What follows belongs to an exercise in optimizing a design on an open flow for small area, a short achievable clock period and few clock cycles per item; a production flow would make more cautious choices. Power and IR drop assume default switching activity.

==> v35: inputs <==
==> flow/design.v (excerpt) <==
module fft_stage_engine #(
    parameter int unsigned N_PTS  = 32,
    parameter int unsigned N_BFLY = 4,
    parameter int unsigned DW     = 16
) (
    input  logic                 clk,
    input  logic                 reset,
    input  logic                 in_valid,
    output logic                 in_ready,
    input  logic [2*DW-1:0]      in_data,
    output logic                 out_valid,
    input  logic                 out_ready,
    output logic [2*(DW+1)-1:0]  out_data,
    output logic                 out_last,
    output logic                 busy,
    output logic                 done
);
export LEC_CHECK = 0
export CAP_MARGIN = 20
export CORE_MARGIN = 2
export CORE_UTILIZATION = 60
export SETUP_SLACK_MARGIN = 3.3
export SLEW_MARGIN = 20
create_clock -name core_clock -period 5.5 [get_ports {clk}]
run.sh (not shown) runs the stock make flow with config.mk's settings and CLKGATE_MAP_FILE= SYNTH_SCRIPT=/design/flow/synth_recipe.tcl, a recipe that flattens the netlist after the stock synthesis.
==> inputs of v10, as changes to v35 <==
--- a/flow/design.v
+++ b/flow/design.v
@@ -3,22 +3,21 @@
 endpackage
 module fft_bfly2 #(
     parameter int unsigned DW = 16
 ) (
     input  logic [2*DW-1:0]     a,
     input  logic [2*DW-1:0]     b,
-    output logic [2*(DW+1)-1:0] y0_c,
-    output logic [2*(DW+1)-1:0] y1_c
+    input  logic                sub,
+    output logic [2*(DW+1)-1:0] y
 );
     logic signed [DW:0] ar, ai, br, bi;
     assign ar = {a[2*DW-1], a[2*DW-1:DW]};
     assign ai = {a[DW-1],   a[DW-1:0]};
     assign br = {b[2*DW-1], b[2*DW-1:DW]};
     assign bi = {b[DW-1],   b[DW-1:0]};
-    assign y0_c = {ar + br, ai + bi};
-    assign y1_c = {ar - br, ai - bi};
+    assign y = sub ? {ar - br, ai - bi} : {ar + br, ai + bi};
 endmodule
 module fft_stage_engine #(
     parameter int unsigned N_PTS  = 32,
     parameter int unsigned N_BFLY = 4,
     parameter int unsigned DW     = 16
 ) (
@@ -468,47 +467,47 @@
             5'd29: thr = 5'd0;
             5'd30: thr = 5'd0;
             5'd31: thr = 5'd1;
             default: thr = 5'd0;
         endcase
     endfunction
-    function automatic logic [4:0] thr_next(input logic [4:0] s);
+    function automatic logic [4:0] thr_next2(input logic [4:0] s);
         case (s)
-            5'd0: thr_next = 5'd16;
-            5'd1: thr_next = 5'd7;
-            5'd2: thr_next = 5'd22;
-            5'd3: thr_next = 5'd1;
-            5'd4: thr_next = 5'd16;
-            5'd5: thr_next = 5'd7;
-            5'd6: thr_next = 5'd22;
-            5'd7: thr_next = 5'd0;
-            5'd8: thr_next = 5'd10;
-            5'd9: thr_next = 5'd1;
-            5'd10: thr_next = 5'd16;
-            5'd11: thr_next = 5'd0;
-            5'd12: thr_next = 5'd10;
-            5'd13: thr_next = 5'd1;
-            5'd14: thr_next = 5'd16;
-            5'd15: thr_next = 5'd0;
-            5'd16: thr_next = 5'd1;
-            5'd17: thr_next = 5'd0;
-            5'd18: thr_next = 5'd7;
-            5'd19: thr_next = 5'd0;
-            5'd20: thr_next = 5'd1;
-            5'd21: thr_next = 5'd0;
-            5'd22: thr_next = 5'd7;
-            5'd23: thr_next = 5'd0;
-            5'd24: thr_next = 5'd0;
-            5'd25: thr_next = 5'd0;
-            5'd26: thr_next = 5'd1;
-            5'd27: thr_next = 5'd0;
-            5'd28: thr_next = 5'd0;
-            5'd29: thr_next = 5'd0;
-            5'd30: thr_next = 5'd1;
-            5'd31: thr_next = 5'd1;
-            default: thr_next = 5'd0;
+            5'd0: thr_next2 = 5'd7;
+            5'd1: thr_next2 = 5'd22;
+            5'd2: thr_next2 = 5'd1;
+            5'd3: thr_next2 = 5'd16;
+            5'd4: thr_next2 = 5'd7;
+            5'd5: thr_next2 = 5'd22;
+            5'd6: thr_next2 = 5'd0;
+            5'd7: thr_next2 = 5'd10;
+            5'd8: thr_next2 = 5'd1;
+            5'd9: thr_next2 = 5'd16;
+            5'd10: thr_next2 = 5'd0;
+            5'd11: thr_next2 = 5'd10;
+            5'd12: thr_next2 = 5'd1;
+            5'd13: thr_next2 = 5'd16;
+            5'd14: thr_next2 = 5'd0;
+            5'd15: thr_next2 = 5'd1;
+            5'd16: thr_next2 = 5'd0;
+            5'd17: thr_next2 = 5'd7;
+            5'd18: thr_next2 = 5'd0;
+            5'd19: thr_next2 = 5'd1;
+            5'd20: thr_next2 = 5'd0;
+            5'd21: thr_next2 = 5'd7;
+            5'd22: thr_next2 = 5'd0;
+            5'd23: thr_next2 = 5'd0;
+            5'd24: thr_next2 = 5'd0;
+            5'd25: thr_next2 = 5'd1;
+            5'd26: thr_next2 = 5'd0;
+            5'd27: thr_next2 = 5'd0;
+            5'd28: thr_next2 = 5'd0;
+            5'd29: thr_next2 = 5'd1;
+            5'd30: thr_next2 = 5'd1;
+            5'd31: thr_next2 = 5'd16;
+            default: thr_next2 = 5'd0;
         endcase
     endfunction
     logic [FW-1:0] wf;
     logic [4:0]    ws;
     logic [AW-1:0] waddr;
     logic [FW-1:0] rf;
@@ -517,27 +516,40 @@
     logic [DB-1:0] d;
     logic          av;
     logic [1:0]    nfr, nfr_n;
     logic [2*DW-1:0] mem [NS];
     logic          wr_fire, rd_fire, pair_fire, out_load, out_fire;
     logic          in_last, out_done;
+    logic          cv;                 
     logic          pv, pl;             
-    logic [2*DW-1:0] ra, rb;
-    logic          dv, dl;             
-    logic [OW-1:0] dh;
-    logic [OW-1:0] y0_c, y1_c;
+    logic          half;               
+    logic [2*DW-1:0] rc, ra, rb;
+    logic [OW-1:0] y_c;
+    logic [NS-1:0]   rsel;
+    logic [2*DW-1:0] rdat;
+    always_comb begin
+        rdat = '0;
+        for (int i = 0; i < NS; i++) begin
+            rsel[i] = (raddr == AW'(i));
+            rdat = rdat | ({2*DW{rsel[i]}} & mem[i]);
+        end
+    end
+    logic [DB-1:0] th0, th1;
     logic          av_inc, av_dec, av_both, rdy_inc;
-    assign av_inc  = ({1'b0, d} + 1'b1) >= {1'b0, thr(rs)};
-    assign av_both = d >= thr_next(rs);
-    assign av_dec  = d > thr_next(rs);
+    logic [DB-1:0] d_inc, d_dec;
+    assign d_inc   = d + 1'b1;
+    assign d_dec   = d - 1'b1;
+    assign av_inc  = ({1'b0, d} + 1'b1) >= {1'b0, th0};
+    assign av_both = d >= th1;
+    assign av_dec  = d > th1;
     assign rdy_inc = d < DB'(NS - 1);
     assign wr_fire   = in_valid && in_ready;
     assign out_load  = !out_valid || out_ready;
     assign out_fire  = out_valid && out_ready;
-    assign pair_fire = pv && !dv && out_load;
-    assign rd_fire   = av && (!pv || (!dv && out_load));
+    assign pair_fire = rs[0] && (!pv || (half && out_load));
+    assign rd_fire   = av && (!rs[0] || pair_fire);
     assign in_last   = wr_fire && (ws == 5'd31);
     assign out_done  = out_fire && out_last;
     always_comb begin
         nfr_n = nfr;
         if (in_last && !out_done) nfr_n = nfr + 1'b1;
         if (!in_last && out_done) nfr_n = nfr - 1'b1;
@@ -548,17 +560,19 @@
             ws        <= '0;
             waddr     <= '0;
             rf        <= '0;
             rs        <= '0;
             raddr     <= AW'(0);
             d         <= '0;
+            th0       <= thr(5'd0);
+            th1       <= thr(5'd1);
             av        <= 1'b0;   
             nfr       <= '0;
             in_ready  <= 1'b1;
             pv        <= 1'b0;
-            dv        <= 1'b0;
+            half      <= 1'b0;
             out_valid <= 1'b0;
             busy      <= 1'b0;
             done      <= 1'b0;
         end else begin
             if (wr_fire) begin
                 if (ws == 5'd31) wf <= (wf == FW'(NP - 1)) ? '0 : wf + 1'b1;
@@ -566,53 +580,50 @@
                 waddr <= wslot_next(wf, ws);
             end
             if (rd_fire) begin
                 if (rs == 5'd31) rf <= (rf == FW'(NP - 1)) ? '0 : rf + 1'b1;
                 rs    <= rs + 1'b1;
                 raddr <= rslot_next(rf, rs);
+                th0   <= th1;
+                th1   <= thr_next2(rs);
             end
-            if (wr_fire && !rd_fire) d <= d + 1'b1;
-            if (!wr_fire && rd_fire) d <= d - 1'b1;
+            case ({wr_fire, rd_fire})
+                2'b10:   d <= d_inc;
+                2'b01:   d <= d_dec;
+                default: d <= d;
+            endcase
             if (rd_fire) av <= wr_fire ? av_both : av_dec;
             else if (wr_fire) av <= av_inc;
             in_ready <= rd_fire || (in_ready && (!in_valid || rdy_inc));
-            if (rd_fire && rs[0]) pv <= 1'b1;
-            else if (pair_fire)   pv <= 1'b0;
-            if (pair_fire)        dv <= 1'b1;
-            else if (out_load)    dv <= 1'b0;
-            if (out_load) out_valid <= dv || pv;
+            if (rd_fire && rs[0])          pv <= 1'b1;
+            else if (out_load && half)     pv <= 1'b0;
+            if (rd_fire && rs[0])          half <= 1'b0;
+            else if (out_load && pv)       half <= !half;
+            if (out_load) out_valid <= pv;
             nfr  <= nfr_n;
             busy <= (nfr_n != 2'd0);
             done <= out_done;
         end
     end
     fft_bfly2 #(.DW(DW)) u_bfly (
         .a    (ra),
         .b    (rb),
-        .y0_c (y0_c),
-        .y1_c (y1_c)
+        .sub  (half),
+        .y    (y_c)
     );
     always_ff @(posedge clk) begin
         if (wr_fire) mem[waddr] <= in_data;
         if (rd_fire) begin
             if (rs[0]) begin
-                rb <= mem[raddr];
+                ra <= rc;
+                rb <= rdat;
                 pl <= (rs == 5'd31);
             end else begin
-                ra <= mem[raddr];
+                rc <= rdat;
             end
         end
-        if (pair_fire) begin
-            dh <= y1_c;
-            dl <= pl;
-        end
         if (out_load) begin
-            if (dv) begin
-                out_data <= dh;
-                out_last <= dl;
-            end else begin
-                out_data <= y0_c;
-                out_last <= 1'b0;
-            end
+            out_data <= y_c;
+            out_last <= half && pl;
         end
     end
 endmodule
- CORE_UTILIZATION: 60 -> 50
==> inputs of v15, as changes to v35 <==
- CORE_UTILIZATION: 60 -> 40
- SETUP_SLACK_MARGIN: 3.3 -> not set
==> out/summary.txt <==
Outcome = complete, no violations
Post-synth EDFFs = 900
Total Routing Usage GR = 31.21%
Worst Path Arrival = 3.50 ns
Buffers & Inverters on Critical Path = 0
Final clock-cell share = 6.459%
GR Util met1 = 41.83%
Seq. cell area = 28070 µm²
Worst slack, placed = 1.238 ns
Synth cell count leaders = edfxtp_1 (900), a22oi_1 (351), nand2_1 (153), nor2_1 (113), a21oi_1 (83)
DR vias = 25872
Met2 Resource Use GR = 49.03%
Seq cells post-synth = 950
P_clk = 6.68 mW
Max Freq = 321.9 MHz
Post-route cell area = 49750 µm²
FF+latch count = 950
Highest metal used = met5
Clk sinks = 950
CTS resizes = 508
the above is filed under v10

==> out/summary.txt <==
Outcome = complete, no violations
P_clk = 6.53 mW
CTS resizes = 509
Cell variety after synth = 75
Post-synth EDFFs = 903
Clk sinks = 953
Die width = 265.0 µm
Met2 Resource Use GR = 46.54%
Worst Path Arrival = 3.33 ns
Seq. cell area = 28170 µm²
Highest metal used = met4
GR Util met1 = 40.90%
Main combinational cell family by area after synthesis = multiplexers
Final clock-cell share = 6.191%
DR vias = 23437
Post-route cell area = 51110 µm²
FF+latch count = 953
the above is filed under v35

==> out/summary.txt <==
Outcome = complete, no violations
Total Routing Usage GR = 17.02%
Worst Path Arrival = 4.30 ns
Met2 Resource Use GR = 26.40%
Worst slack, placed = 1.141 ns
Seq. cell area = 28130 µm²
Clk sinks = 953
Seq cells post-synth = 953
P_clk = 6.63 mW
FF+latch count = 953
GR Util met1 = 25.28%
Post-synth EDFFs = 903
Highest metal used = met4
DR vias = 21321
Synth cell count leaders = edfxtp_1 (903), mux4_2 (230), nor2_1 (145), a21oi_1 (122), ha_1 (105)
Buffers & Inverters on Critical Path = 3
Max Freq = 264.5 MHz
CTS resizes = 0
the above is filed under v15

Function was not checked in any run of this note: the RTL went through the layout flow alone.

## afterwards: timing with drivers on the ports
Ports are ideal in the flow. The routed layouts listed here were re-timed in OpenROAD.
Step 1 sets driving cells, clkbuf_16 on the clock port and buf_2 on the other inputs (assumed; they add their load-dependent delay and slew).
Step 2, shift: input delay + t, output delay - t, t = (earliest + latest rising clock arrival at the registers) / 2. This alone moves slack from input paths to output paths.
a / b / c = ideal / step 1 / step 2; a / b = the first two.
run | t (ns) | slack for setup (ns) | hold WS [ns] | worst data-port slew with drivers (ns) | cell pins on the clock port's net
v35 | 0.714 | 2.755 / 2.776 / 2.062 | 0.443 / 0.443 / 0.443 | 0.11 | 1
v10 | 0.728 | 2.393 / 2.393 / 2.379 | 0.409 / 0.409 / 0.409 | 0.08 | 1
v15 | 0.720 | 1.719 / 1.761 / 1.041 | 0.460 / 0.460 / 0.460 | 0.14 | 1
After both steps setup and hold are still met in every run listed. For v35, which loses most, drivers alone change the setup slack by +0.021 ns; drivers and shift together by -0.693 ns.
